This design comes from an exercise in tuning for a short achievable clock period and few clock cycles per item on the open sky130 flow, not from production work.
Only simulation tests tie the RTL to the original design; equivalence was not proved.
In every run shown here, the design's own scripts or RTL, not TritonCTS, make the clock network.
The clock port is modelled as an ideal driver, which makes a skipped or thinned clock tree look cheaper than it is; a real chip needs a root buffer or a tree.
Power and IR drop assume default switching activity.

==> design.v <==
`default_nettype none
package sfsr_pkg;
    localparam int ID_W   = 16;
    localparam int BYTE_W = 8;
    localparam logic [BYTE_W-1:0] SYNC_A = 8'h55;
    localparam logic [BYTE_W-1:0] SYNC_B = 8'hAA;
endpackage
`default_nettype wire
`default_nettype none
module serial_frame_sender_with_resend_unit #(
    parameter int SLOTS       = 16,
    parameter int MAX_PAYLOAD = 15
) (
    input  wire               i_clk,
    input  wire               i_rst_n,
    input  wire               i_in_valid,
    output logic              o_in_ready,
    input  wire               i_req_type,
    input  wire  [sfsr_pkg::BYTE_W-1:0] i_data_byte,
    input  wire               i_last_byte,
    input  wire  [sfsr_pkg::ID_W-1:0]   i_resend_id,
    output logic              o_out_valid,
    input  wire               i_out_ready,
    output logic [sfsr_pkg::BYTE_W-1:0] o_out_byte,
    output logic              o_frame_end,
    output logic              o_error
);
    localparam int P_START = 0;
    localparam int P_AA    = 1;
    localparam int P_HI    = 2;
    localparam int P_LO    = 3;
    localparam int P_BODY  = 4;
    localparam int P_CSUM  = 5;
    logic       r_in_ready;
    logic       r_h_valid, r_h_type, r_h_last;
    logic [7:0] r_h_data;
    logic [15:0] r_h_rid;    
    logic       r_s_valid, r_s_type, r_s_last;
    logic [7:0] r_s_data;
    logic [15:0] r_s_rid;
    logic [5:0]   r_ph;
    logic         r_in_packet;
    logic [15:0]  r_id;
    logic [7:0]   r_sum;
    logic [3:0]   r_cnt;
    logic         r_full;    
    logic         r_rs;      
    logic [3:0]   r_rem;
    logic [119:0] r_rbuf;
    logic [15:0][14:0][7:0] r_mem;
    logic [15:0][3:0]       r_len;
    logic [15:0]  r_valid;
    logic       r_o_valid;
    logic [9:0] r_o_data;    
    logic       r_k_valid;
    logic [9:0] r_k_data;
    logic       can;
    logic       emit, pop;
    logic [7:0] e_byte;
    logic       e_end, e_err;
    logic [5:0] ph_n;
    logic       we, sum_add, sum_init, cnt_inc, open_pkt, close_pkt, shift, set_rs;
    logic       full, src_ok;
    logic [7:0] body_byte;
    logic [3:0] dst;
    assign can       = !r_k_valid;
    assign full      = r_full;
    assign src_ok    = |(r_valid & r_h_rid);
    assign body_byte = r_ph[P_BODY] ? r_rbuf[7:0] : r_h_data;
    assign dst       = r_id[3:0];
    always_comb begin
        emit      = 1'b0;
        pop       = 1'b0;
        e_byte    = 8'h00;
        e_end     = 1'b0;
        e_err     = 1'b0;
        ph_n      = r_ph;
        we        = 1'b0;
        sum_add   = 1'b0;
        sum_init  = 1'b0;
        cnt_inc   = 1'b0;
        open_pkt  = 1'b0;
        close_pkt = 1'b0;
        shift     = 1'b0;
        set_rs    = 1'b0;
        if (can) begin
            if (r_ph[P_START]) begin
                if (r_h_valid) begin
                    emit = 1'b1;
                    if (!r_h_type) begin
                        if (!r_in_packet) begin
                            e_byte = sfsr_pkg::SYNC_A;
                            ph_n   = 6'b000010;
                        end else begin
                            if (full) begin
                                e_err = 1'b1;
                            end else begin
                                e_byte  = r_h_data;
                                we      = 1'b1;
                                sum_add = 1'b1;
                                cnt_inc = 1'b1;
                            end
                            pop = 1'b1;
                            if (r_h_last) ph_n = 6'b100000;
                        end
                    end else begin
                        pop = 1'b1;
                        if (r_in_packet || !src_ok) begin
                            e_err = 1'b1;
                        end else begin
                            set_rs = 1'b1;
                            e_byte = sfsr_pkg::SYNC_A;
                            ph_n   = 6'b000010;
                        end
                    end
                end
            end
            if (r_ph[P_AA]) begin
                emit   = 1'b1;
                e_byte = sfsr_pkg::SYNC_B;
                ph_n   = 6'b000100;
            end
            if (r_ph[P_HI]) begin
                emit   = 1'b1;
                e_byte = r_id[15:8];
                ph_n   = 6'b001000;
            end
            if (r_ph[P_LO]) begin
                emit     = 1'b1;
                e_byte   = r_id[7:0];
                sum_init = 1'b1;
                if (!r_rs) begin
                    open_pkt = 1'b1;
                    ph_n     = 6'b000001;
                end else begin
                    ph_n     = 6'b010000;
                end
            end
            if (r_ph[P_BODY]) begin
                emit    = 1'b1;
                e_byte  = r_rbuf[7:0];
                we      = 1'b1;
                sum_add = 1'b1;
                cnt_inc = 1'b1;
                shift   = 1'b1;
                if (r_rem == 4'd1) ph_n = 6'b100000;
            end
            if (r_ph[P_CSUM]) begin
                emit      = 1'b1;
                e_byte    = ~r_sum;
                e_end     = 1'b1;
                close_pkt = 1'b1;
                ph_n      = 6'b000001;
            end
        end
    end
    logic push, h_load, s_valid_n;
    logic [15:0] in_rid;
    assign in_rid    = 16'd1 << i_resend_id[3:0];
    assign push      = i_in_valid && r_in_ready;
    assign h_load    = !r_h_valid || pop;
    assign s_valid_n = r_s_valid ? !h_load : (push && !h_load);
    always_ff @(posedge i_clk) begin
        if (h_load) begin
            r_h_type <= r_s_valid ? r_s_type : i_req_type;
            r_h_data <= r_s_valid ? r_s_data : i_data_byte;
            r_h_last <= r_s_valid ? r_s_last : i_last_byte;
            r_h_rid  <= r_s_valid ? r_s_rid  : in_rid;
        end
        if (!r_s_valid) begin
            r_s_type <= i_req_type;
            r_s_data <= i_data_byte;
            r_s_last <= i_last_byte;
            r_s_rid  <= in_rid;
        end
    end
    always_ff @(posedge i_clk) begin
        if (!i_rst_n) begin
            r_h_valid  <= 1'b0;
            r_s_valid  <= 1'b0;
            r_in_ready <= 1'b1;
        end else begin
            if (h_load) r_h_valid <= r_s_valid || push;
            r_s_valid  <= s_valid_n;
            r_in_ready <= !s_valid_n;
        end
    end
    always_ff @(posedge i_clk) begin
        if (!i_rst_n) begin
            r_ph        <= 6'b000001;
            r_in_packet <= 1'b0;
            r_id        <= '0;
            r_valid     <= '0;
        end else begin
            r_ph <= ph_n;
            if (open_pkt)  r_in_packet <= 1'b1;
            if (close_pkt) begin
                r_in_packet  <= 1'b0;
                r_id         <= r_id + 16'd1;
                r_valid[dst] <= 1'b1;
            end
        end
    end
    logic [119:0] slot_rd;
    logic [3:0]   len_rd;
    always_comb begin
        slot_rd = '0;
        len_rd  = '0;
        for (int k = 0; k < 16; k++) begin
            slot_rd = slot_rd | (r_mem[k] & {120{r_h_rid[k]}});
            len_rd  = len_rd  | (r_len[k] & {4{r_h_rid[k]}});
        end
    end
    always_ff @(posedge i_clk) begin
        if (sum_init) r_sum <= r_id[15:8] + r_id[7:0];
        else if (sum_add) r_sum <= r_sum + body_byte;
        if (sum_init) begin
            r_cnt  <= 4'd0;
            r_full <= 1'b0;
        end else if (cnt_inc) begin
            r_cnt  <= r_cnt + 4'd1;
            r_full <= (r_cnt == 4'd14);
        end
        if (r_ph[P_START]) r_rs <= set_rs;
        if (r_ph[P_START]) begin
            r_rbuf <= slot_rd;
            r_rem  <= len_rd;
        end else if (shift) begin
            r_rbuf <= {8'h00, r_rbuf[119:8]};
            r_rem  <= r_rem - 4'd1;
        end
        if (close_pkt) r_len[dst] <= r_cnt;
    end
    logic        r_w_en;
    logic [15:0] r_w_slot;
    logic [14:0] r_w_idx;
    logic [7:0]  r_w_data;
    always_ff @(posedge i_clk) begin
        if (!i_rst_n) r_w_en <= 1'b0;
        else          r_w_en <= we;
        r_w_slot <= 16'd1 << dst;
        r_w_idx  <= 15'(16'd1 << r_cnt);
        r_w_data <= body_byte;
    end
    for (genvar s = 0; s < 16; s++) begin : g_slot
        for (genvar b = 0; b < 15; b++) begin : g_byte
            always_ff @(posedge i_clk) begin
                if (r_w_en && r_w_slot[s] && r_w_idx[b]) r_mem[s][b] <= r_w_data;
            end
        end
    end
    logic       o_load;
    logic [9:0] e_data;
    assign o_load = !r_o_valid || i_out_ready;
    assign e_data = {e_byte, e_end, e_err};
    always_ff @(posedge i_clk) begin
        if (o_load) r_o_data <= r_k_valid ? r_k_data : e_data;
        if (!r_k_valid) r_k_data <= e_data;
    end
    always_ff @(posedge i_clk) begin
        if (!i_rst_n) begin
            r_o_valid <= 1'b0;
            r_k_valid <= 1'b0;
        end else begin
            if (o_load) begin
                r_o_valid <= r_k_valid || emit;
                r_k_valid <= 1'b0;
            end else if (emit) begin
                r_k_valid <= 1'b1;
            end
        end
    end
    assign o_in_ready  = r_in_ready;
    assign o_out_valid = r_o_valid;
    assign o_out_byte  = r_o_data[9:2];
    assign o_frame_end = r_o_data[1];
    assign o_error     = r_o_data[0];
endmodule
`default_nettype wire
==> flow/run.sh <==
#!/bin/bash
# Own flow: the standard ORFS flow (standard.sh), except that the clock tree
# is built by flow/mcts_hook.tcl (a PRE_CTS hook) instead of TritonCTS.
set -euo pipefail
W=$(pwd)
export PRE_CTS_TCL="$W/flow/mcts_hook.tcl"
bash standard.sh finish > "$W/make_finish.log" 2>&1
==> flow/mcts_hook.tcl <==
# PRE_CTS hook: builds a two-level clock tree by hand, then turns the
# stock clock_tree_synthesis call of cts.tcl into a no-op.
#   i_clk -> 4 root clkbuf_16 (one per quarter of the leaves)
#         -> one clkbuf_16 per tile of at most 30 flip-flops -> flip-flops
# manual two-level clock tree: port -> NROOT root clkbuf_16 -> leaf clkbuf_16 per tile -> flops
proc mcts_build { G nroot maxper {leafm sky130_fd_sc_hd__clkbuf_16} } {
  set db [ord::get_db]
  set block [ord::get_db_block]
  set m [$db findMaster sky130_fd_sc_hd__clkbuf_16]
  set clk [$block findNet i_clk]
  set die [$block getDieArea]
  set x0 [$die xMin]; set y0 [$die yMin]; set x1 [$die xMax]; set y1 [$die yMax]
  set sinks {}
  foreach it [$clk getITerms] {
    set inst [$it getInst]
    lassign [$inst getLocation] x y
    lappend sinks [list $it $x $y]
  }
  puts "MCTS sinks [llength $sinks]"
  # tiles
  array set tile {}
  foreach s $sinks {
    lassign $s it x y
    set tx [expr {min($G-1, int(double($x-$x0)*$G/($x1-$x0)))}]
    set ty [expr {min($G-1, int(double($y-$y0)*$G/($y1-$y0)))}]
    lappend tile($tx,$ty) $s
  }
  # split big tiles by x (recursively halves)
  set groups {}
  foreach k [array names tile] {
    set todo [list $tile($k)]
    while {[llength $todo]} {
      set g [lindex $todo 0]; set todo [lrange $todo 1 end]
      if {[llength $g] > $maxper} {
        # split along the longer side
        set xs [lmap s $g {lindex $s 1}]; set ys [lmap s $g {lindex $s 2}]
        set dx [expr {[tcl::mathfunc::max {*}$xs] - [tcl::mathfunc::min {*}$xs]}]
        set dy [expr {[tcl::mathfunc::max {*}$ys] - [tcl::mathfunc::min {*}$ys]}]
        set idx [expr {$dx >= $dy ? 1 : 2}]
        set g [lsort -integer -index $idx $g]
        set h [expr {[llength $g]/2}]
        lappend todo [lrange $g 0 [expr {$h-1}]] [lrange $g $h end]
      } else {
        lappend groups $g
      }
    }
  }
  puts "MCTS leaves [llength $groups]"
  # leaf buffers
  set leaves {}
  set i 0
  foreach g $groups {
    set sx 0; set sy 0
    foreach s $g { incr sx [lindex $s 1]; incr sy [lindex $s 2] }
    set cx [expr {$sx / [llength $g]}]; set cy [expr {$sy / [llength $g]}]
    set b [odb::dbInst_create $block [$db findMaster $leafm] "mcts_leaf_$i"]
    $b setLocation $cx $cy
    $b setPlacementStatus PLACED
    set n [odb::dbNet_create $block "mcts_leafnet_$i"]
    $n setSigType CLOCK
    [$b findITerm X] connect $n
    foreach s $g { set it [lindex $s 0]; $it disconnect; $it connect $n }
    lappend leaves [list $b $cx $cy]
    incr i
  }
  # roots: split leaves into nroot groups by angle/quadrant (sort by x then by y)
  set xm [expr {($x0+$x1)/2}]; set ym [expr {($y0+$y1)/2}]
  set rg {}
  if {$nroot == 4} {
    set ls [lsort -integer -index 1 $leaves]
    set h [expr {[llength $ls]/2}]
    foreach half [list [lrange $ls 0 [expr {$h-1}]] [lrange $ls $h end]] {
      set hs [lsort -integer -index 2 $half]
      set hh [expr {[llength $hs]/2}]
      lappend rg [lrange $hs 0 [expr {$hh-1}]] [lrange $hs $hh end]
    }
  } else {
    set rg [list $leaves]
  }
  set j 0
  foreach g $rg {
    set sx 0; set sy 0
    foreach l $g { incr sx [lindex $l 1]; incr sy [lindex $l 2] }
    set cx [expr {$sx / [llength $g]}]; set cy [expr {$sy / [llength $g]}]
    set b [odb::dbInst_create $block $m "mcts_root_$j"]
    $b setLocation $cx $cy
    $b setPlacementStatus PLACED
    set n [odb::dbNet_create $block "mcts_rootnet_$j"]
    $n setSigType CLOCK
    [$b findITerm X] connect $n
    foreach l $g { [[lindex $l 0] findITerm A] connect $n }
    [$b findITerm A] connect $clk
    puts "MCTS root $j leaves [llength $g]"
    incr j
  }
}

mcts_build 8 4 30 sky130_fd_sc_hd__clkbuf_16
rename clock_tree_synthesis orfs_clock_tree_synthesis
proc clock_tree_synthesis { args } {
  puts "clock tree built by mcts_hook.tcl; stock clock_tree_synthesis skipped"
}
==> standard.sh <==
#!/bin/bash
# synth_recipe.tcl (not shown) runs the flow's synth.tcl, then flattens the netlist and writes it again
# the make line also repeats each setting of config.mk as NAME=value (left out here)
make -C /OpenROAD-flow-scripts/flow DESIGN_CONFIG=/design/flow/config.mk WORK_HOME=/design/flow/orfs CLKGATE_MAP_FILE= SYNTH_SCRIPT=/design/flow/synth_recipe.tcl "${@:-finish}"
==> config.mk <==
export PLATFORM = sky130hd
export DESIGN_NAME = serial_frame_sender_with_resend_unit
export DESIGN_NICKNAME = serial_frame_sender_with_resend_unit
export VERILOG_FILES = /design/flow/design.v
export SDC_FILE = /design/flow/constraint.sdc
export NUM_CORES = 4
export LEC_CHECK = 0
export ABC_CLOCK_PERIOD_IN_PS = 2000
export CAP_MARGIN = 20
export CORE_MARGIN = 2
export CORE_UTILIZATION = 45
export SETUP_SLACK_MARGIN = 3.4
export SLEW_MARGIN = 20
export TNS_END_PERCENT = 10
==> constraint.sdc <==
create_clock -name core_clock -period 5.5 [get_ports {i_clk}]
set_input_delay 1.1000 -clock core_clock [delete_from_list [all_inputs] [get_ports {i_clk}]]
set_output_delay 1.1000 -clock core_clock [all_outputs]
set_load 0.01 [all_outputs]
==> results.txt, run 1 <==
leading cell type by number of instances after synthesis edfxtp_1; residual overflow from global routing 0; number of vias per cell about 6.6; Max rail drop VDD approximately 380 uV; Cells after Synth roughly 5,000; ranking of synthesized cells by area edfxtp_1 76%, a22oi_1 4.4%, dfxtp_1 3.0%, a22o_1 2.8%, a221oi_1 2.7%; Syn. warnings 1; largest area contributor in the netlist edfxtp_1; Pre-Repair DR Iteration Count 6; vias in the first global route ~46,000; mapped cell area 84,700 um^2; top cell type's share of synthesized area roughly three quarters; Fin Hold WS between 0.4 and 0.5 ns; final estimated routing congestion in global placement between 0.8 and 0.9; Setup CP Type reg2reg; critical path endpoint category register; via count of the routed design 49,400; cell area power density approximately 340 nW/um^2; initial cell density of the core 45.2%; total routing usage reported by global routing about 26%; top cell types by occurrence after synthesis 2,153 x edfxtp_1, 496 x a22oi_1, 315 x and3_1, 274 x a22o_1, 258 x a221oi_1; number of fill cells about 15,000; number of pins exceeding their max-slew limit in the final report 0; final setup slack of the worst path between 3 and 4 ns; area enclosed by the die boundary ~190,000 um^2; post-synthesis sequential area ratio a little under 80%; share of layout cells above drive strength 1 a little under an eighth; instance count on the critical path 8; # setup viols final 0; Post-Syn Nets ~5,000; worst clock skew approximately 0.07 ns; cell breakdown of the critical path buf_12 -> mux2_4 -> ha_4 -> nand3_2 -> o211ai_1 -> o41ai_2 -> xor3_1 -> mux2i_1; setup tns final 0 ns; ys async rst share 0%; dominant synthesized flop cell edfxtp_1; Antenna Violating Nets Remaining 1; violation count after the first detailed-routing iteration between 7,000 and 8,000; die width about 440 um; mean area per synthesized cell approximately 17 um^2; layout net count 4,977; clock-pin slew on the worst setup and hold paths roughly 0.080 ns; total power consumption of the routed design 32.1 mW; number of instances on the worst hold path 2; die height 438 um; routed length per instance between 30 and 40 um; data required time of the worst path between 5 and 6 ns; Max Fanout on Critical Path 6; WL final 257,000 um; synthesis-to-finish area growth 10.3%; worst slack, placed roughly 2.3 ns; delay of the slowest cell on the worst path between 0.4 and 0.5 ns; core footprint ~190,000 um^2; number of top-level design ports 42; sum of buffers and inverters on the critical path 1; number of antenna violations at the first check in global routing 25; startpoint kind of the worst setup timing path register; number of DRC violations after detailed routing 0; type of the worst min-delay path reg2reg; reported max-cap violation count 0; number of buffers inserted by hold repair at cts 0; count of buffers inserted at the top-level ports 29; global routing's busiest layer met2; met3 Usage GRT 3.44%; fraction of met1 tracks used by global routing a little under two fifths; setup repair after global routing missed its margin yes; relative max-transition margin 19.9%; worst skew pair latency approximately 0.63 ns; slowest library cell on the worst path dfxtp_4; count of flip-flops with a built-in enable after synthesis 2,153; Layout Check Fails antenna rules; pin count of the biggest net entering global routing between 200 and 250; number of rows created at floorplan ~160; top achievable clock speed between 0.4 and 0.5 GHz; first-pass GRT wire length around 350,000 um; leakage component of the power a little under 30 nW; outcome complete, but fails checks; final clock period utilization by the worst path 42.2%; GR Util met2 between 40% and 50%; number of different library cells in the post-synthesis netlist between 60 and 70; CP arrival around 2.7 ns; HPWL Detailed 126,000 um; final hold violation count 0; cell type group with the largest total delay on the critical path compound AO/OA/AOI/OAI gates; R2R cell count 8; worst slew pin tran approximately 1.2 ns; post-layout minimum cycle time 2.32 ns; #FFs+latches synth between 2,000 and 2,500
-- layout by cell type, fill, tap and decap left out, types with 72 or more instances in the layout --
cell and instances:
a21oi_1 72, a221oi_1 215, a22o_1 274, a22oi_1 496, and3_1 256, buf_4 80
clkbuf_16 111, dfxtp_1 90, edfxtp_1 2153, nand2_1 95, nand3_1 77, nor2_1 181
-- cell type report --
type	instances	area, um^2	area share [%]
multi-input cells	2278	17000	18.2
inverters	32	144	0.154
repair buffers	219	3200	3.43
plain buffers	105	2630	2.81
diodes	49	123	0.131
well taps	2495	3120	3.34
flip-flops and latches	2278	67200	72.0
-- power by group --
part	total (mW)	leakage [nW]	internal, mW	switching [mW]
clock	8.31	1.29	3.35	4.96
sequential	19.9	20.5	19.6	0.302
combinational	3.87	7.82	1.25	2.62
-- tightest hold or removal path: stages (launching register included) --
cell and delay (ns):
dfxtp_1 0.31, nand2_1 0.06, o41ai_2 0.06
-- final timing paths --
path                         from             endpoint  slack, ns
min reg2reg   r_k_data[0]$_DFF_P_  r_k_data[0]$_DFF_P_       0.45
max          r_ph[4]$_SDFFE_PN0N_   r_sum[7]$_DFFE_PP_       3.18
max reg2reg  r_ph[4]$_SDFFE_PN0N_   r_sum[7]$_DFFE_PP_       3.18
min           r_k_data[0]$_DFF_P_  r_k_data[0]$_DFF_P_       0.45
-- what timing repair did --
item,CTS,global route
pin swaps,32,33
setup buffers,75,7
endpoints found under the setup margin,1795,1588
resized for setup,216,134
gates cloned,24,6
-- metrics by stage --
stage	instance area (um^2)	cells	util (%)
floorplan	84800	4937	-
global placement	87800	7188	46.8
detailed placement	87800	7188	46.8
CTS	92700	7392	49.5
global route	93300	7407	49.8
finish	93400	7456	49.9
-- routing by layer --
metal | share of wire [%] | up-vias
met5 | 0.019 | -
met4 | 2.9 | 8
met2 | 47 | 2898
met3 | 10 | 371
met1 | 40 | 25900
li1 | - | 20200
-- cell families (layout without fill, tap and decap cells) --
family                     count (synthesis)  after routing  synth area share (%)
buffers and inverters                    383            356                  1.77
muxes                                     36             36                 0.487
adders and majority gates                 33             33                 0.505
and+or+nand+nor                          879            879                  5.53
AOI/OAI and AO/OA                       1302           1304                  12.2
other                                      0             49                     0
DFF                                     2278           2278                  79.3
xor gates and xnor gates                  26             26                 0.287
-- sequential cells by signal, indices dropped and copies added, names as in the netlist, 10 cells and up --
| name | cells |
|---|---|
| r_mem | 1920 |
| r_rbuf | 120 |
| r_len | 64 |
| r_h_rid | 16 |
| r_id | 16 |
| r_s_rid | 16 |
| r_valid | 16 |
| r_w_slot | 16 |
| r_w_idx | 15 |
| r_k_data | 10 |
| r_o_data | 10 |
Testbench counts, summed over its fixed seeds: cycles 41,490, items 41,474.
==> run 2, diff against run 1 <==
--- a/design.v
+++ b/design.v
@@ -47,2 +47,3 @@
     logic         r_rs;      
+    logic         r_rb_ld;   
     logic [3:0]   r_rem;
@@ -52,2 +53,6 @@
     logic [15:0]  r_valid;
+    logic [15:0]  r_dst_oh;    
+    logic [7:0]   r_idsum;     
+    logic         r_h_ok;      
+    logic [7:0]   r_add;       
     logic       r_o_valid;
@@ -64,8 +69,6 @@
     logic [7:0] body_byte;
-    logic [3:0] dst;
     assign can       = !r_k_valid;
     assign full      = r_full;
-    assign src_ok    = |(r_valid & r_h_rid);
+    assign src_ok    = r_h_ok;
     assign body_byte = r_ph[P_BODY] ? r_rbuf[7:0] : r_h_data;
-    assign dst       = r_id[3:0];
     always_comb begin
@@ -176,2 +179,17 @@
     end
+    logic [15:0] valid_n;
+    logic        ok_s, ok_i, ok_h;
+    assign valid_n = close_pkt ? (r_valid | r_dst_oh) : r_valid;
+    assign ok_s    = |(valid_n & r_s_rid);
+    assign ok_i    = |(valid_n & in_rid);
+    assign ok_h    = |(valid_n & r_h_rid);
+    logic [7:0] h_data_n;
+    logic [7:0] rb_byte_n;
+    assign h_data_n  = h_load ? (r_s_valid ? r_s_data : i_data_byte) : r_h_data;
+    assign rb_byte_n = shift ? r_rbuf[15:8] : r_rbuf[7:0];
+    always_ff @(posedge i_clk) begin
+        if (!i_rst_n) r_h_ok <= 1'b0;
+        else          r_h_ok <= h_load ? (r_s_valid ? ok_s : ok_i) : ok_h;
+        r_add <= (r_ph[P_BODY] || (r_ph[P_LO] && r_rs)) ? rb_byte_n : h_data_n;
+    end
     always_ff @(posedge i_clk) begin
@@ -193,2 +211,3 @@
             r_valid     <= '0;
+            r_dst_oh    <= 16'd1;
         end else begin
@@ -199,3 +218,4 @@
                 r_id         <= r_id + 16'd1;
-                r_valid[dst] <= 1'b1;
+                r_valid      <= r_valid | r_dst_oh;
+                r_dst_oh     <= {r_dst_oh[14:0], r_dst_oh[15]};
             end
@@ -214,4 +234,5 @@
     always_ff @(posedge i_clk) begin
-        if (sum_init) r_sum <= r_id[15:8] + r_id[7:0];
-        else if (sum_add) r_sum <= r_sum + body_byte;
+        r_idsum <= r_id[15:8] + r_id[7:0];
+        if (sum_init) r_sum <= r_idsum;
+        else if (sum_add) r_sum <= r_sum + r_add;
         if (sum_init) begin
@@ -224,3 +245,4 @@
         if (r_ph[P_START]) r_rs <= set_rs;
-        if (r_ph[P_START]) begin
+        r_rb_ld <= ph_n[P_START];
+        if (r_rb_ld) begin
             r_rbuf <= slot_rd;
@@ -231,6 +253,7 @@
         end
-        if (close_pkt) r_len[dst] <= r_cnt;
-    end
-    logic        r_w_en;
-    logic [15:0] r_w_slot;
+        for (int k = 0; k < 16; k++) begin
+            if (close_pkt && r_dst_oh[k]) r_len[k] <= r_cnt;
+        end
+    end
+    logic [15:0] r_w_slot;    
     logic [14:0] r_w_idx;
@@ -238,5 +261,4 @@
     always_ff @(posedge i_clk) begin
-        if (!i_rst_n) r_w_en <= 1'b0;
-        else          r_w_en <= we;
-        r_w_slot <= 16'd1 << dst;
+        if (!i_rst_n) r_w_slot <= '0;
+        else          r_w_slot <= we ? r_dst_oh : 16'd0;
         r_w_idx  <= 15'(16'd1 << r_cnt);
@@ -247,3 +269,3 @@
             always_ff @(posedge i_clk) begin
-                if (r_w_en && r_w_slot[s] && r_w_idx[b]) r_mem[s][b] <= r_w_data;
+                if (r_w_slot[s] && r_w_idx[b]) r_mem[s][b] <= r_w_data;
             end
--- a/flow/mcts_hook.tcl
+++ b/flow/mcts_hook.tcl
@@ -3,3 +3,3 @@
 #   i_clk -> 4 root clkbuf_16 (one per quarter of the leaves)
-#         -> one clkbuf_16 per tile of at most 30 flip-flops -> flip-flops
+#         -> one clkbuf_16 per tile of at most 26 flip-flops -> flip-flops
 # manual two-level clock tree: port -> NROOT root clkbuf_16 -> leaf clkbuf_16 per tile -> flops
@@ -97,3 +97,3 @@
 
-mcts_build 8 4 30 sky130_fd_sc_hd__clkbuf_16
+mcts_build 8 4 26 sky130_fd_sc_hd__clkbuf_16
 rename clock_tree_synthesis orfs_clock_tree_synthesis
@@ -101,2 +101,4 @@
   puts "clock tree built by mcts_hook.tcl; stock clock_tree_synthesis skipped"
+  # as clock_tree_synthesis does, time the clock through the built tree
+  set_propagated_clock [all_clocks]
 }
--- a/config.mk
+++ b/config.mk
@@ -11,4 +11,4 @@
 export CORE_UTILIZATION = 45
-export SETUP_SLACK_MARGIN = 3.4
+export SETUP_SLACK_MARGIN = 3.3
 export SLEW_MARGIN = 20
-export TNS_END_PERCENT = 10
+export TNS_END_PERCENT = 100
==> run 2 against run 1 <==
  * The run now finishes clean
  * First-iteration DRC count down 20%
  * Clock power increased by 5.4%
  * Critical path depth shrank 7
  * Register-to-register slack improved by 0.099 ns
  * Sequential share of layout area rose by 1.6 points
  * Critical endpoint is now o_out_byte[3]
  * Highest routed layer unchanged
==> results.txt, run 2 <==
outcome finished clean; worst slack, placed 2.30 ns (+0.0143 ns); flip-flop and latch area 67,800 um^2 (+0.83%); count of buffers inserted at the top-level ports 29 (unchanged); final clock period utilization by the worst path 41.2% (-0.99 points); number of fill cells 15,600 (+2.0%); number of pins exceeding their max-slew limit in the final report 0 (unchanged); top cell types by occurrence after synthesis 2,145 x edfxtp_1, 646 x a22oi_1, 280 x and2_1, 238 x nor2_1, 237 x clkbuf_1; R2R cell count 7 (-1); mean area per synthesized cell 17.1 um^2 (-0.52%); uppermost layer routed met5; ranking of synthesized cells by area edfxtp_1 76%, a22oi_1 5.7%, dfxtp_1 3.9%, and2_1 2.1%, a221oi_1 2.0%; total routing usage reported by global routing 24.1% (-1.5 points); startpoint kind of the worst setup timing path register; vias in the first global route 44,700 (-3.1%); WL final 242,000 um (-5.9%); final estimated routing congestion in global placement 0.833 (-0.44%); clock-pin slew on the worst setup and hold paths 0.09 ns (about the same); layout net count 4,981 (+0.080%); area of the multi-input gates 16,200 um^2 (-4.6%); number of buffers inserted by hold repair at cts 0 (unchanged); utilization of the core after routing 49.1% (-0.77 points); cell area power density 363 nW/um^2 (+5.5%); synthesis-to-finish area growth 8.48%; Max rail drop VDD 423 uV (+12%); post-synthesis sequential area ratio 79.7% (+0.44 points); post-layout minimum cycle time 2.26 ns (-0.0544 ns); HPWL Detailed 124,000 um (-1.1%); Met2 Routed Length 114,000 um (-6.6%); Max Fanout on Critical Path 1 (-5); Syn. warnings 1 (unchanged); reported max-cap violation count 0 (unchanged); worst clock skew 0.0614 ns (-0.0105 ns); worst skew pair latency 0.65 ns (+0.02 ns); number of vias per cell 6.37 (-3.9%); area enclosed by the die boundary 192,000 um^2 (+0.30%); Post-Syn Nets 5,032 (+0.64%); met3 routed WL 23,600 um (-8.5%); cell type group with the largest total delay on the critical path flip-flops; Pre-Repair DR Iteration Count 17 (+11); die height 439 um (+0.15%); worst slew pin tran 1.22 ns (+0.0160 ns); CP arrival 1.16 ns (-1.51 ns); largest area contributor in the netlist edfxtp_1; sum of buffers and inverters on the critical path 1 (unchanged); core footprint 188,000 um^2 (+0.21%); number of rows created at floorplan 159 (unchanged); top library cells by usage in the layout, fill and taps aside 2,145 x edfxtp_1, 646 x a22oi_1, 279 x and2_1, 218 x nor2_1, 188 x a22o_1; dominant synthesized flop cell edfxtp_1; r2r setup slk 3.28 ns (+0.10 ns); instance count on the critical path 1 (-7); mapped cell area 85,000 um^2 (+0.30%); leakage component of the power 28.5 nW (-3.7%); number of different library cells in the post-synthesis netlist 70 (+4.5%); initial cell density of the core 45.2% (about the same); Cells after Synth 4,978 (+0.83%); worst setup path end o_out_byte[3]; Setup CP Type reg2out; final setup slack of the worst path 3.24 ns (+0.0544 ns); routed length per instance 32.5 um (-5.9%); top cell type's share of synthesized area 75.8% (-0.51 points); #FFs+latches synth 2,311 (+1.4%); delay of the slowest cell on the worst path 0.37 ns (-0.05 ns); slowest library cell on the worst path edfxtp_1; largest registers r_mem x1920, r_rbuf x120, r_len x64; type of the worst min-delay path reg2reg; count of flip-flops with a built-in enable after synthesis 2,145 (-0.37%); total power consumption of the routed design 33.4 mW (+4.1%); final hold violation count 0 (unchanged); setup repair after global routing missed its margin yes; worst reg2reg path endpoint r_rem[0]$_DFFE_PP_; number of DRC violations after detailed routing 0 (unchanged); data required time of the worst path 4.40 ns (-1.46 ns); leading cell type by number of instances after synthesis edfxtp_1; residual overflow from global routing 0 (unchanged); via count of the routed design 47,500 (-3.9%); cell breakdown of the critical path buf_2; setup tns final 0 ns (unchanged); first-pass GRT wire length 336,000 um (-5.2%); max FFs per register 1,920 (unchanged); number of antenna violations at the first check in global routing 14 (-44%); Routed met1 length 99,500 um (-3.0%); critical path endpoint category output pin; register with the most flip-flops r_mem; relative max-transition margin 18.9% (-1.1 points); top achievable clock speed 0.442 GHz (+2.4%); pin count of the biggest net entering global routing 233 (-3.3%); number of top-level design ports 42 (unchanged); # setup viols final 0 (unchanged); Antenna Violating Nets Remaining 0 (-1); share of layout cells above drive strength 1 8.04% (-3.4 points); most common cell after layout, fill and taps aside edfxtp_1; startpoint of the most critical setup path r_o_data[5]$_DFFE_PP_; violation count after the first detailed-routing iteration 6,296 (-20%); die width 439 um (+0.15%); Reg-to-Reg Start r_h_rid[2]$_DFFE_PN_; ys async rst share 0% (unchanged)
-- run 2: cell count changes after synthesis, sizes merged, moves of 37 or more --
cell	delta
a22oi	+150
nand4	+42
a22o	-86
nand2	-48
and3	-265
a221oi	-61
nor2	+37
a21oi	+57
and2	+257
dfxtp	+41
-- run 2: logic make-up after synthesis --
kind of cell,share of synthesized area (%)
flops,79.7
fa+ha+maj,0.371
compound gates,11.8
buf+inv,1.67
mux,0.375
xor+xnor,0.309
simple gates,5.76
-- run 2: worst min-delay path by stage --
stage | cells past startpoint | from | slack (ns) | endpoint
detailed placement | 1 | r_k_data[7]$_DFF_P_ | 0.45 | r_k_data[7]$_DFF_P_
CTS | 1 | r_k_data[7]$_DFF_P_ | 0.46 | r_k_data[7]$_DFF_P_
global placement | 1 | r_k_data[9]$_DFF_P_ | 0.43 | r_k_data[9]$_DFF_P_
global route | 1 | r_k_data[3]$_DFF_P_ | 0.48 | r_k_data[3]$_DFF_P_
finish | 1 | r_k_data[3]$_DFF_P_ | 0.46 | r_k_data[3]$_DFF_P_
floorplan | 2 | r_k_data[0]$_DFF_P_ | 0.42 | r_k_data[0]$_DFF_P_
-- run 2: repair_timing --
action / 4_1_cts / 5_1_grt
pin swaps: 3 / 32
setup endpoints to repair: 310 / 146
cloned: 7 / 4
resized for setup: 94 / 79
buffers inserted: 29 / 9
-- run 2: final cells by class --
| class | count | area share (%) |
|---|---|---|
| diodes | 34 | 0.0923 |
| multi-input cells | 2310 | 17.6 |
| inverters | 34 | 0.138 |
| repair buffers | 154 | 2.12 |
| flip-flops and latches | 2311 | 73.5 |
| well taps | 2495 | 3.39 |
| plain buffers | 116 | 3.15 |
-- run 2: metal layers --
| layer | global-route usage [%] | up-vias |
|---|---|---|
| met3 | 4.29 | 291 |
| met5 | 0 | - |
| met4 | 5.27 | 4 |
| li1 | - | 19900 |
| met1 | 34.8 | 24700 |
| met2 | 38.5 | 2532 |
-- run 2: where the power goes --
part | switching [mW] | total (mW) | internal (mW)
sequential | 0.482 | 20.7 | 20.2
clock | 5.08 | 8.76 | 3.68
combinational | 2.82 | 3.98 | 1.16
-- run 2: through the flow --
step	hold slack (ns)	cells	instance area [um^2]
floorplan	0.417	4978	85000
global placement	0.434	7255	88100
detailed placement	0.446	7255	88100
CTS	0.464	7407	91600
global route	0.475	7420	92100
finish	0.459	7454	92200
Testbench counts of run 2, summed over its fixed seeds: cycles 41,490, items 41,474.
==> run 3, diff against run 2 <==
==> flow/run.sh (replaced) <==
#!/bin/bash
# Own flow: the standard ORFS flow (standard.sh), except that
#  - the clock tree is built by flow/mcts_hook.tcl (a PRE_CTS hook) instead of
#    TritonCTS, and
#  - antenna repair runs with a ratio margin (flow/ant_hook.tcl) and up to 10
#    repair passes after detailed routing.
# make's full output goes to make_finish.log; ORFS writes each step's log
# under orfs/logs.
set -euo pipefail
W=$(pwd)
export PRE_CTS_TCL="$W/flow/mcts_hook.tcl"
export PRE_GLOBAL_ROUTE_TCL="$W/flow/ant_hook.tcl"
export PRE_DETAIL_ROUTE_TCL="$W/flow/ant_hook.tcl"
export MAX_REPAIR_ANTENNAS_ITER_DRT=10
bash standard.sh finish > "$W/make_finish.log" 2>&1
==> flow/ant_hook.tcl (new file) <==
# PRE_GLOBAL_ROUTE / PRE_DETAIL_ROUTE hook: make every repair_antennas call of
# the stock scripts fix antennas with a 20% ratio margin, so that no net is
# left just over the limit after the last detailed-route pass.
if { [info commands orfs_repair_antennas] eq "" } {
  rename repair_antennas orfs_repair_antennas
  proc repair_antennas { args } {
    return [orfs_repair_antennas {*}$args -ratio_margin 20]
  }
}
==> run 3 against run 2 <==
  * First-iteration DRC count grew 5.3%
  * Core utilization grew 0.056 points
  * Combinational power is essentially flat
  * Hold slack is essentially flat
  * Synthesized area is the same
  * Largest cell class unchanged
==> results.txt, run 3 <==
outcome finished clean; total routing usage reported by global routing 24.1% (unchanged); reported max-cap violation count 0 (unchanged); clock-pin slew on the worst setup and hold paths 0.09 ns (about the same); type of the worst min-delay path reg2reg; dominant synthesized flop cell edfxtp_1; Max rail drop VDD 420 uV (-0.74%); Max Fanout on Critical Path 1 (unchanged); register with the most flip-flops r_mem; post-synthesis sequential area ratio 79.7% (unchanged); min-delay src r_k_data[3]$_DFF_P_; ys async rst share 0% (unchanged); violation count after the first detailed-routing iteration 6,631 (+5.3%); Reg-to-Reg Start r_h_rid[2]$_DFFE_PN_; sum of buffers and inverters on the critical path 1 (unchanged); R2R cell count 7 (unchanged); setup repair after global routing missed its margin yes; largest registers r_mem x1920, r_rbuf x120, r_len x64; HPWL Detailed 124,000 um (unchanged); adder-cell area share of the yosys netlist 0.371% (unchanged); number of antenna violations at the first check in global routing 19 (+5); leading cell type by number of instances after synthesis edfxtp_1; cell breakdown of the critical path buf_2; leakage component of the power 28.5 nW (about the same); number of buffers inserted by hold repair at cts 0 (unchanged); number of pins exceeding their max-slew limit in the final report 0 (unchanged); area enclosed by the die boundary 192,000 um^2 (unchanged); Cells after Synth 4,978 (unchanged); die width 439 um (unchanged); CP arrival 1.16 ns (about the same); startpoint kind of the worst setup timing path register; routed length per instance 32.3 um (-0.57%); Post-Syn Nets 5,032 (unchanged); most common cell after layout, fill and taps aside edfxtp_1; slowest library cell on the worst path edfxtp_1; final clock period utilization by the worst path 41.1% (-0.081 points); worst clock skew 0.0611 ns (-0.000320 ns); count of buffers inserted at the top-level ports 29 (unchanged); #FFs+latches synth 2,311 (unchanged); relative max-transition margin 20.3% (+1.5 points); final setup slack of the worst path 3.24 ns (+0.00448 ns); # setup viols final 0 (unchanged); mux contribution to synthesized area 0.375% (unchanged); count of flip-flops with a built-in enable after synthesis 2,145 (unchanged); residual overflow from global routing 0 (unchanged); delay of the slowest cell on the worst path 0.37 ns (about the same); combinational family with the most area after synthesis compound AO/OA/AOI/OAI gates; number of top-level design ports 42 (unchanged); Worst Hold Endpoint r_k_data[3]$_DFF_P_; Pre-Repair DR Iteration Count 16 (-1); largest area contributor in the netlist edfxtp_1; critical path endpoint category output pin; flip-flop and latch area 67,800 um^2 (unchanged); mean area per synthesized cell 17.1 um^2 (unchanged); r2r setup slk 3.28 ns (about the same); first-pass GRT wire length 336,000 um (unchanged); top achievable clock speed 0.443 GHz (+0.20%); top cell type's share of synthesized area 75.8% (unchanged); number of instances on the worst hold path 1 (unchanged); number of fill cells 15,600 (-0.064%); layout net count 4,981 (unchanged); final estimated routing congestion in global placement 0.833 (unchanged); worst slew pin tran 1.20 ns (-0.0218 ns); core footprint 188,000 um^2 (unchanged); worst slack, placed 2.30 ns (unchanged); Antenna Violating Nets Remaining 0 (unchanged); die height 439 um (unchanged); synthesis-to-finish area growth 8.60%; data required time of the worst path 4.40 ns (about the same); worst skew pair latency 0.65 ns (about the same); WL final 242,000 um (about the same); vias in the first global route 44,700 (unchanged); top cell types by occurrence after synthesis 2,145 x edfxtp_1, 646 x a22oi_1, 280 x and2_1, 238 x nor2_1, 237 x clkbuf_1; share of layout cells above drive strength 1 8.04% (unchanged); final hold violation count 0 (unchanged); number of vias per cell 6.36 (-0.11%); via count of the routed design 47,700 (+0.45%); post-layout minimum cycle time 2.26 ns (-0.00448 ns); setup tns final 0 ns (unchanged); Setup CP Type reg2out; ranking of synthesized cells by area edfxtp_1 76%, a22oi_1 5.7%, dfxtp_1 3.9%, and2_1 2.1%, a221oi_1 2.0%; pin count of the biggest net entering global routing 233 (unchanged); number of different library cells in the post-synthesis netlist 70 (unchanged); simple-gate area share of the yosys netlist 5.76% (unchanged); Syn. warnings 1 (unchanged); max FFs per register 1,920 (unchanged); cell area power density 362 nW/um^2 (-0.16%); initial cell density of the core 45.2% (unchanged); number of rows created at floorplan 159 (unchanged); number of DRC violations after detailed routing 0 (unchanged); Post-Synth XOR/XNOR Area 0.309% (unchanged); cell type group with the largest total delay on the critical path flip-flops; area of the multi-input gates 16,200 um^2 (unchanged); share of the synthesized area in compound gates (AO/OA/AOI/OAI) 11.8% (unchanged); worst reg2reg path endpoint r_rem[0]$_DFFE_PP_; top library cells by usage in the layout, fill and taps aside 2,145 x edfxtp_1, 646 x a22oi_1, 279 x and2_1, 218 x nor2_1, 188 x a22o_1; mapped cell area 85,000 um^2 (unchanged)
-- run 3: repair_timing --
action | 4_1_cts | 5_1_grt
setup buffers | 29 | 9
gates cloned | 7 | 4
gates resized for setup | 94 | 79
pin swaps | 3 | 32
endpoints found under the setup margin | 310 | 146
-- run 3: power by group --
group	internal [mW]	switching [mW]	leakage, nW
logic	1.16	2.82	6.36
clock network	3.68	5.07	1.43
registers	20.2	0.480	20.7
total	25.0	8.37	28.5
-- run 3: cell families after synthesis --
family / after synthesis
AO/OA/AOI/OAI: 1312
XOR/XNOR: 30
adder cells (fa/ha/maj): 24
buffers and inverters: 359
flip-flops: 2311
multiplexers: 29
AND/OR/NAND/NOR: 913
-- run 3: worst max-delay path by stage --
stage / cells after the start / startpoint / end / slack (ns)
after detailed placement: 6 / i_resend_id[3] / r_h_ok$_SDFF_PN0_ / 2.30
final: 1 / r_o_data[5]$_DFFE_PP_ / o_out_byte[3] / 3.24
after global placement: 6 / i_resend_id[3] / r_h_ok$_SDFF_PN0_ / 2.28
after floorplan: 6 / i_resend_id[2] / r_h_ok$_SDFF_PN0_ / 3.30
after CTS: 1 / r_o_data[5]$_DFFE_PP_ / o_out_byte[3] / 3.20
after global routing: 5 / r_cnt[0]$_SDFFE_PP0P_ / r_full$_SDFFE_PP0P_ / 3.18
-- run 3: cell type report --
type,instances,area share (%)
sequential,2311,73.5
multi-input combinational,2310,17.5
tap,2495,3.38
buffer,116,3.15
timing repair buffer,154,2.12
antenna,76,0.206
inverter,34,0.138
-- run 3: layer usage --
metal / up-vias / part of all wire [%] / track usage, %
met1: 24800 / 41 / 34.8
met2: 2585 / 47 / 38.5
li1: 20000 / - / -
met5: - / 0.019 / 0
met3: 277 / 9.7 / 4.29
met4: 6 / 2.1 / 5.27
-- run 3: per-stage QoR --
stage / utilization, % / hold slack (ns) / total power, mW / instances / area, um^2
2_1_floorplan: - / 0.417 / 22.9 / 4978 / 85000
4_1_cts: 48.8 / 0.464 / 33.3 / 7407 / 91600
3_5_place_dp: 46.9 / 0.446 / 24.7 / 7255 / 88100
3_3_place_gp: 46.9 / 0.434 / 24.7 / 7255 / 88100
5_1_grt: 49.1 / 0.475 / 34.3 / 7436 / 92100
6_report: 49.1 / 0.459 / 33.4 / 7496 / 92300
==> run 4, diff against run 3 <==
--- a/flow/mcts_hook.tcl
+++ b/flow/mcts_hook.tcl
@@ -3,5 +3,6 @@
 #   i_clk -> 4 root clkbuf_16 (one per quarter of the leaves)
-#         -> one clkbuf_16 per tile of at most 26 flip-flops -> flip-flops
-# manual two-level clock tree: port -> NROOT root clkbuf_16 -> leaf clkbuf_16 per tile -> flops
-proc mcts_build { G nroot maxper {leafm sky130_fd_sc_hd__clkbuf_16} } {
+#         -> one clkbuf_16 per group of at most 26 flip-flops -> flip-flops
+#  (groups: recursive bisection of the flip-flops into ceil(n/26) groups)
+# manual two-level clock tree: port -> NROOT root clkbuf_16 -> leaf clkbuf_16 per group -> flops
+proc mcts_build { unused nroot maxper {leafm sky130_fd_sc_hd__clkbuf_16} } {
   set db [ord::get_db]
@@ -19,29 +20,18 @@
   puts "MCTS sinks [llength $sinks]"
-  # tiles
-  array set tile {}
-  foreach s $sinks {
-    lassign $s it x y
-    set tx [expr {min($G-1, int(double($x-$x0)*$G/($x1-$x0)))}]
-    set ty [expr {min($G-1, int(double($y-$y0)*$G/($y1-$y0)))}]
-    lappend tile($tx,$ty) $s
-  }
-  # split big tiles by x (recursively halves)
+  # k-way recursive bisection of the sinks into ceil(n/maxper) groups
+  set k [expr {int(ceil(double([llength $sinks]) / $maxper))}]
   set groups {}
-  foreach k [array names tile] {
-    set todo [list $tile($k)]
-    while {[llength $todo]} {
-      set g [lindex $todo 0]; set todo [lrange $todo 1 end]
-      if {[llength $g] > $maxper} {
-        # split along the longer side
-        set xs [lmap s $g {lindex $s 1}]; set ys [lmap s $g {lindex $s 2}]
-        set dx [expr {[tcl::mathfunc::max {*}$xs] - [tcl::mathfunc::min {*}$xs]}]
-        set dy [expr {[tcl::mathfunc::max {*}$ys] - [tcl::mathfunc::min {*}$ys]}]
-        set idx [expr {$dx >= $dy ? 1 : 2}]
-        set g [lsort -integer -index $idx $g]
-        set h [expr {[llength $g]/2}]
-        lappend todo [lrange $g 0 [expr {$h-1}]] [lrange $g $h end]
-      } else {
-        lappend groups $g
-      }
-    }
+  set todo [list [list $k $sinks]]
+  while {[llength $todo]} {
+    lassign [lindex $todo 0] gk g
+    set todo [lrange $todo 1 end]
+    if {$gk <= 1} { lappend groups $g; continue }
+    set xs [lmap s $g {lindex $s 1}]; set ys [lmap s $g {lindex $s 2}]
+    set dx [expr {[tcl::mathfunc::max {*}$xs] - [tcl::mathfunc::min {*}$xs]}]
+    set dy [expr {[tcl::mathfunc::max {*}$ys] - [tcl::mathfunc::min {*}$ys]}]
+    set idx [expr {$dx >= $dy ? 1 : 2}]
+    set g [lsort -integer -index $idx $g]
+    set k1 [expr {$gk / 2}]
+    set n1 [expr {int(round(double([llength $g]) * $k1 / $gk))}]
+    lappend todo [list $k1 [lrange $g 0 [expr {$n1-1}]]] [list [expr {$gk-$k1}] [lrange $g $n1 end]]
   }
==> run 4 against run 3 <==
  * Sequential cell count stayed put
  * Hold slack gained 0.0047 ns
  * Sequential power about the same
  * Setup slack better by 0.0017 ns
  * Synthesized cell count did not move
  * Synthesized area is the same
  * Sequential share of layout area rose by 0.33 points
  * Global-route usage is essentially flat
  * Critical path depth rose by 6
  * Clock power is 9.1% lower
  * Routed wire length grew 0.69%
  * Still clean
==> results.txt, run 4 <==
portion of total power attributed to sequential cells 63.3% (+1.4 points); WL final 244,000 um (+0.69%); vias in the first global route 44,800 (+0.12%); pin count of the biggest net entering global routing 233 (unchanged); area enclosed by the die boundary 192,000 um^2 (unchanged); Reg-to-Reg Start r_h_rid[10]$_DFFE_PN_; Worst Hold Endpoint r_k_data[1]$_DFF_P_; number of vias per cell 6.40 (+0.58%); routed length per instance 32.6 um (+0.88%); post-layout minimum cycle time 2.26 ns (-0.00175 ns); setup tns final 0 ns (unchanged); die height 439 um (unchanged); internal power of the cells 24.4 mW (-2.7%); number of DRC violations after detailed routing 0 (unchanged); largest registers r_mem x1920, r_rbuf x120, r_len x64; min-delay src r_k_data[1]$_DFF_P_; count of buffers inserted at the top-level ports 29 (unchanged); number of instances on the worst hold path 2 (+1); setup repair after global routing missed its margin yes; Syn. warnings 1 (unchanged); startpoint kind of the worst setup timing path register; residual overflow from global routing 0 (unchanged); switching power total 8.29 mW (-0.88%); ys async rst share 0% (unchanged); top library cells by usage in the layout, fill and taps aside 2,145 x edfxtp_1, 646 x a22oi_1, 279 x and2_1, 218 x nor2_1, 188 x a22o_1; final clock period utilization by the worst path 41.1% (about the same); synthesis-to-finish area growth 8.11%; number of top-level design ports 42 (unchanged); Cells after Synth 4,978 (unchanged); number of fill cells 15,600 (+0.077%); data required time of the worst path 5.82 ns (+1.42 ns); worst slew pin tran 1.18 ns (-0.0118 ns); top achievable clock speed 0.443 GHz (about the same); clock-pin slew on the worst setup and hold paths 0.11 ns (+0.02 ns); die width 439 um (unchanged); instance count on the critical path 7 (+6); top cell type's share of synthesized area 75.8% (unchanged); relative max-transition margin 21.1% (+0.79 points); clock network fraction of total power 24.3% (-1.9 points); sum of buffers and inverters on the critical path 2 (+1); post-layout instance count excluding filler cells 7,482 (-0.19%); placed instance area 88,100 um^2 (unchanged); area of all placed cells without fillers 91,900 um^2 (-0.45%); outcome finished clean; layout net count 4,964 (-0.34%); first-pass GRT wire length 337,000 um (+0.47%); mean area per synthesized cell 17.1 um^2 (unchanged); number of buffers inserted by hold repair at cts 0 (unchanged); mapped cell area 85,000 um^2 (unchanged); worst reg2reg path endpoint r_rbuf[81]$_DFFE_PP_; via count of the routed design 47,900 (+0.39%); # setup viols final 0 (unchanged); top cell types by occurrence after synthesis 2,145 x edfxtp_1, 646 x a22oi_1, 280 x and2_1, 238 x nor2_1, 237 x clkbuf_1; core footprint 188,000 um^2 (unchanged); ranking of synthesized cells by area edfxtp_1 76%, a22oi_1 5.7%, dfxtp_1 3.9%, and2_1 2.1%, a221oi_1 2.0%; placed cell count 7,255 (unchanged); Logic pwr share 12.3% (+0.4 points); critical path endpoint category register; worst clock skew 0.0397 ns (-0.0214 ns); number of rows created at floorplan 159 (unchanged); share of layout cells above drive strength 1 7.95% (-0.094 points); Antenna Violating Nets Remaining 0 (unchanged); total routing usage reported by global routing 24.2% (+0.029 points); most common cell after layout, fill and taps aside edfxtp_1; Post-Syn Nets 5,032 (unchanged); slowest library cell on the worst path edfxtp_1; max FFs per register 1,920 (unchanged); count of flip-flops with a built-in enable after synthesis 2,145 (unchanged); leakage component of the power 28.3 nW (-0.80%); largest area contributor in the netlist edfxtp_1; number of pins exceeding their max-slew limit in the final report 0 (unchanged); cell breakdown of the critical path buf_4 -> buf_12 -> a22o_1 -> a221oi_1 -> nand3_1 -> nor2_1 -> a21oi_1; final hold violation count 0 (unchanged); utilization of the core after routing 48.9% (-0.22 points); dominant synthesized flop cell edfxtp_1; cell type group with the largest total delay on the critical path compound AO/OA/AOI/OAI gates; reported max-cap violation count 0 (unchanged); Max Fanout on Critical Path 73 (+72); worst skew pair latency 0.62 ns (-0.03 ns); Max rail drop VDD 406 uV (-3.4%); register with the most flip-flops r_mem; R2R cell count 7 (unchanged); leading cell type by number of instances after synthesis edfxtp_1; r2r setup slk 3.24 ns (-0.04 ns); HPWL Detailed 124,000 um (unchanged); delay of the slowest cell on the worst path 0.38 ns (about the same); cell area power density 356 nW/um^2 (-1.8%); Setup CP Type reg2reg; final estimated routing congestion in global placement 0.833 (unchanged); violation count after the first detailed-routing iteration 7,397 (+12%); Pre-Repair DR Iteration Count 17 (+1); number of antenna violations at the first check in global routing 23 (+4); sw frac 25.4% (+0.35 points); number of different library cells in the post-synthesis netlist 70 (unchanged); CP arrival 2.57 ns (+1.41 ns); post-synthesis sequential area ratio 79.7% (unchanged); #FFs+latches synth 2,311 (unchanged); type of the worst min-delay path reg2reg; initial cell density of the core 45.2% (unchanged)
run 4: tightest hold or removal path, stage by stage (launching register included):
cell	delay, ns
dfxtp_1	0.31
nand2_1	0.05
nand2_1	0.06
run 4: cells by family (layout without fill, tap and decap cells):
group	count (synthesis)	count (layout)	share of synthesized area [%]
other	0	79	0
AOI/OAI and AO/OA	1312	1312	11.8
DFF	2311	2311	79.7
and+or+nand+nor	913	916	5.76
buffers and inverters	359	286	1.67
xor gates and xnor gates	30	30	0.309
muxes	29	29	0.375
adders and majority gates	24	24	0.371
run 4: routing by layer:
metal	GRT usage [%]	part of all wire (%)	up-vias	wire length (um)
li1	-	-	20000	-
met3	3.36	9.9	278	24100
met2	38.6	47	2632	115000
met5	0	0.023	-	55
met4	4.79	2.0	8	4880
met1	35.6	41	25000	99500
run 4: what timing repair did:
item	4_1_cts	5_1_grt
setup buffers	33	8
gates resized for setup	104	90
gates cloned	8	6
pin swaps	7	42
endpoints found under the setup margin	319	145
run 4: final cells by class:
cell class | instances | area, um^2 | area share [%]
well taps | 2495 | 3120 | 3.40
inverters | 34 | 128 | 0.139
diodes | 79 | 198 | 0.215
repair buffers | 159 | 2010 | 2.19
flip-flops and latches | 2311 | 67800 | 73.8
multi-input cells | 2311 | 16300 | 17.7
plain buffers | 93 | 2330 | 2.53
run 4: stage by stage:
step,hold slack [ns],setup WS (ns),power [mW]
global route,0.482,3.18,33.5
global placement,0.434,2.28,24.7
detailed placement,0.446,2.30,24.7
finish,0.464,3.24,32.7
CTS,0.470,3.21,32.5
floorplan,0.417,3.30,22.9
run 4: how the worst max path moves through the flow:
| stage | from | endpoint | slack, ns |
|---|---|---|---|
| floorplan | i_resend_id[2] | r_h_ok$_SDFF_PN0_ | 3.30 |
| global placement | i_resend_id[3] | r_h_ok$_SDFF_PN0_ | 2.28 |
| detailed placement | i_resend_id[3] | r_h_ok$_SDFF_PN0_ | 2.30 |
| CTS | r_h_rid[10]$_DFFE_PN_ | r_rbuf[81]$_DFFE_PP_ | 3.21 |
| global route | r_h_rid[10]$_DFFE_PN_ | r_rbuf[81]$_DFFE_PP_ | 3.18 |
| finish | r_h_rid[10]$_DFFE_PN_ | r_rbuf[81]$_DFFE_PP_ | 3.24 |
run 4: power groups by stage:
| stage | clock (mW) | combinational (mW) | sequential, mW |
|---|---|---|---|
| floorplan | 0 | 1.88 | 21.0 |
| global placement | 0 | 3.59 | 21.1 |
| detailed placement | 0 | 3.62 | 21.1 |
| CTS | 7.99 | 3.86 | 20.7 |
| global route | 8.51 | 4.25 | 20.7 |
| finish | 7.95 | 4.03 | 20.7 |
==> run 5, diff against run 4 <==
--- a/design.v
+++ b/design.v
@@ -45,3 +45,3 @@
     logic [3:0]   r_cnt;
-    logic         r_full;    
+    logic [15:0]  r_cnt_oh;  
     logic         r_rs;      
@@ -70,3 +70,3 @@
     assign can       = !r_k_valid;
-    assign full      = r_full;
+    assign full      = r_cnt_oh[15];
     assign src_ok    = r_h_ok;
@@ -181,3 +181,3 @@
     logic        ok_s, ok_i, ok_h;
-    assign valid_n = close_pkt ? (r_valid | r_dst_oh) : r_valid;
+    assign valid_n = r_ph[P_CSUM] ? (r_valid | r_dst_oh) : r_valid;
     assign ok_s    = |(valid_n & r_s_rid);
@@ -238,7 +238,7 @@
         if (sum_init) begin
-            r_cnt  <= 4'd0;
-            r_full <= 1'b0;
+            r_cnt    <= 4'd0;
+            r_cnt_oh <= 16'd1;
         end else if (cnt_inc) begin
-            r_cnt  <= r_cnt + 4'd1;
-            r_full <= (r_cnt == 4'd14);
+            r_cnt    <= r_cnt + 4'd1;
+            r_cnt_oh <= {r_cnt_oh[14:0], 1'b0};
         end
@@ -263,3 +263,3 @@
         else          r_w_slot <= we ? r_dst_oh : 16'd0;
-        r_w_idx  <= 15'(16'd1 << r_cnt);
+        r_w_idx  <= r_cnt_oh[14:0];
         r_w_data <= body_byte;
==> run 5 against run 4 <==
  * Synthesized area rose by 0.57%
  * Synthesized cell count rose by 1.0%
  * Register-to-register slack got worse by 0.03 ns
  * Sequential cell count rose by 15
  * Final area rose by 0.66%
  * Total power rose by 0.35%
  * Still clean
  * Setup slack got worse by 0.033 ns
  * Final cell count rose by 0.72%
==> results.txt, run 5 <==
number of buffers inserted by hold repair at cts 0 (unchanged); Pre-Repair DR Iteration Count 6 (-11); delay of the slowest cell on the worst path 0.57 ns (+0.19 ns); Antenna Violating Nets Remaining 0 (unchanged); number of antenna violations at the first check in global routing 24 (+4.3%); setup tns final 0 ns (unchanged); initial cell density of the core 45.4% (+0.16 points); setup repair after global routing missed its margin yes; WL final 252,000 um (+3.6%); utilization of the core after routing 49.1% (+0.22 points); Setup CP Type reg2reg; top library cells by usage in the layout, fill and taps aside 2,145 x edfxtp_1, 646 x a22oi_1, 270 x and2_1, 208 x nor2_1, 181 x a22o_1; first-pass GRT wire length 343,000 um (+1.8%); cell breakdown of the critical path buf_4 -> buf_6 -> a22oi_1 -> nand3_1 -> nor2_1 -> a21oi_1; clock-pin slew on the worst setup and hold paths 0.10 ns (about the same); number of rows created at floorplan 159 (unchanged); pin count of the biggest net entering global routing 241 (+3.4%); Post-Syn Nets 5,080 (+0.95%); post-synthesis sequential area ratio 79.6% (-0.10 points); post-layout instance count excluding filler cells 7,536 (+0.72%); vias in the first global route 45,700 (+2.0%); top cell type's share of synthesized area 75.4% (-0.43 points); number of vias per cell 6.45 (+0.82%); worst slew pin tran 1.25 ns (+0.0670 ns); critical path endpoint category register; max FFs per register 1,920 (unchanged); synthesis-to-finish area growth 8.20% (about the same); number of pins exceeding their max-slew limit in the final report 0 (unchanged); number of DRC violations after detailed routing 0 (unchanged); register with the most flip-flops r_mem; top cell types by occurrence after synthesis 2,145 x edfxtp_1, 646 x a22oi_1, 270 x and2_1, 230 x nor2_1, 182 x a221oi_1; placed cell count 7,291 (+0.50%); count of buffers inserted at the top-level ports 29 (unchanged); share of layout cells above drive strength 1 7.95% (about the same); # setup viols final 0 (unchanged); HPWL Detailed 123,000 um (-1.3%); area enclosed by the die boundary 193,000 um^2 (+0.57%); leading cell type by number of instances after synthesis edfxtp_1; top achievable clock speed 0.436 GHz (-1.5%); Syn. warnings 1 (unchanged); count of flip-flops with a built-in enable after synthesis 2,145 (unchanged); cell type group with the largest total delay on the critical path buffers and inverters; largest registers r_mem x1920, r_rbuf x120, r_len x64; slowest library cell on the worst path buf_6; violation count after the first detailed-routing iteration 7,351 (-0.62%); ys async rst share 0% (unchanged); final clock period utilization by the worst path 41.7% (+0.60 points); mapped cell area 85,500 um^2 (+0.57%); Cells after Synth 5,030 (+1.0%); number of fill cells 15,700 (+0.60%); largest area contributor in the netlist edfxtp_1; data required time of the worst path 5.89 ns (+0.07 ns); mean area per synthesized cell 17.0 um^2 (-0.47%); total routing usage reported by global routing 24.6% (+0.42 points); #FFs+latches synth 2,326 (+0.65%); worst skew pair latency 0.63 ns (about the same); routed length per instance 33.5 um (+2.9%); post-layout minimum cycle time 2.29 ns (+0.0333 ns); die height 440 um (+0.28%); reported max-cap violation count 0 (unchanged); die width 440 um (+0.28%); final hold violation count 0 (unchanged); core footprint 188,000 um^2 (+0.21%); via count of the routed design 48,600 (+1.5%); ranking of synthesized cells by area edfxtp_1 75%, a22oi_1 5.7%, dfxtp_1 4.2%, and2_1 2.0%, a221oi_1 1.9%; Max Fanout on Critical Path 40 (-45%); leakage component of the power 28.6 nW (+1.3%); residual overflow from global routing 0 (unchanged); layout net count 5,010 (+0.93%); area of the multi-input gates 16,300 um^2 (+0.28%); startpoint kind of the worst setup timing path register; Max rail drop VDD 374 uV (-7.8%); dominant synthesized flop cell edfxtp_1; number of different library cells in the post-synthesis netlist 73 (+4.3%); outcome finished clean; final estimated routing congestion in global placement 0.834 (about the same); CP arrival 2.68 ns (+0.11 ns); flip-flop and latch area 68,100 um^2 (+0.45%); most common cell after layout, fill and taps aside edfxtp_1; worst clock skew 0.0451 ns (+0.00546 ns); type of the worst min-delay path reg2reg; sum of buffers and inverters on the critical path 2 (unchanged); cell area power density 354 nW/um^2 (-0.31%); relative max-transition margin 16.6% (-4.5 points); number of top-level design ports 42 (unchanged)
[run 5: cell count changes in the layout (fill, tap and decap cells not counted), moves of 9 or more]
cell and delta:
o21ai_0 -15, a21oi_1 +29, dfxtp_1 +12, nand2_1 +53, o21a_1 +12, and2_1 -9
nor2_1 -10
[run 5: kinds of logic after synthesis]
group,count (synthesis),share of synthesized area (%)
and+or+nand+nor,932,5.74
DFF,2326,79.6
adders and majority gates,20,0.310
xor gates and xnor gates,30,0.307
AOI/OAI and AO/OA,1329,11.9
buffers and inverters,358,1.72
muxes,35,0.455
[run 5: worst register-to-register path, stage by stage, from the launching register on]
cell	delay [ns]
edfxtp_1	0.45
buf_4	0.24
buf_6	0.57
a22oi_1	0.22
nand3_1	0.17
nor2_1	0.07
a21oi_1	0.35
[run 5: final timing paths]
path | from | end | slack [ns] | depth (start not counted)
setup / recovery | r_h_rid[3]$_DFFE_PN_ | r_rbuf[10]$_DFFE_PP_ | 3.21 | 6
hold reg to reg | r_cnt_oh[10]$_SDFFE_PP0P_ | r_w_idx[10]$_DFF_P_ | 0.38 | 0
setup reg to reg | r_h_rid[3]$_DFFE_PN_ | r_rbuf[10]$_DFFE_PP_ | 3.21 | 6
hold / removal | r_cnt_oh[10]$_SDFFE_PP0P_ | r_w_idx[10]$_DFF_P_ | 0.38 | 0
[run 5: final cells by class]
cell class	instances	area share, %
well taps	2495	3.38
plain buffers	94	2.54
flip-flops and latches	2326	73.6
repair buffers	163	2.45
diodes	83	0.225
multi-input cells	2349	17.7
inverters	26	0.106
[run 5: power breakdown]
part | switching [mW] | leakage [nW] | internal [mW]
clock network | 5.02 | 1.16 | 3.02
registers | 0.364 | 20.8 | 20.2
logic | 2.93 | 6.66 | 1.19
[run 5: repair_timing]
item	4_1_cts	5_1_grt
buffers inserted	24	18
setup endpoints to repair	452	182
gates resized for setup	108	66
pin swaps	7	28
cloned	16	9
[run 5: per-stage QoR]
step | hold slack, ns | setup WS, ns | cell area (um^2) | total power, mW
4_1_cts | 0.379 | 3.19 | 91700 | 32.6
3_5_place_dp | 0.366 | 2.31 | 88500 | 24.6
3_3_place_gp | 0.360 | 2.23 | 88500 | 24.5
5_1_grt | 0.383 | 3.18 | 92300 | 33.6
6_report | 0.379 | 3.21 | 92500 | 32.8
2_1_floorplan | 0.351 | 3.30 | 85500 | 22.9
[run 5: per-layer routing]
| layer | vias up | part of all wire (%) | GRT usage, % |
|---|---|---|---|
| li1 | 20100 | - | - |
| met1 | 25400 | 40 | 35.2 |
| met2 | 2791 | 48 | 40.6 |
| met3 | 327 | 9.6 | 2.67 |
| met4 | 2 | 2.7 | 5.64 |
| met5 | - | 0.0055 | 0 |
Testbench counts of run 5, summed over its fixed seeds: cycles 41,490, items 41,474.

[what the ideal ports hide]
In the flow no input, the clock included, has a driving cell. The finished layouts below were timed again as built, in two steps. Step 1 assumes that a clkbuf_16 drives the clock port and a buf_2 every other input. Step 2 moves the port delays by t, midway between the first and last clock arrival at a register: inputs arrive t later, outputs are due t later. That takes back most of the time a late clock gives input paths. a / b / c = ideal / step 1 / step 2; a / b = the first two.
run | shift t [ns] | setup WS [ns] | hold WS [ns] | worst slew at a driven data input, ns | pins driven straight from the clock port
run 1 | 0.793 | 3.181 / 3.074 / 3.181 | 0.454 / 0.454 / 0.454 | 0.05 | 4
run 2 | 0.814 | 3.236 / 3.051 / 2.772 | 0.459 / 0.459 / 0.459 | 0.04 | 4
run 3 | 0.810 | 3.240 / 3.054 / 2.773 | 0.459 / 0.459 / 0.459 | 0.04 | 4
run 4 | 0.783 | 3.242 / 3.073 / 2.780 | 0.464 / 0.464 / 0.464 | 0.04 | 4
run 5 | 0.793 | 3.209 / 3.046 / 2.700 | 0.379 / 0.379 / 0.379 | 0.05 | 4
The setup slack of run 5, which loses most, moves by -0.163 ns with the drivers and by -0.509 ns with both steps.
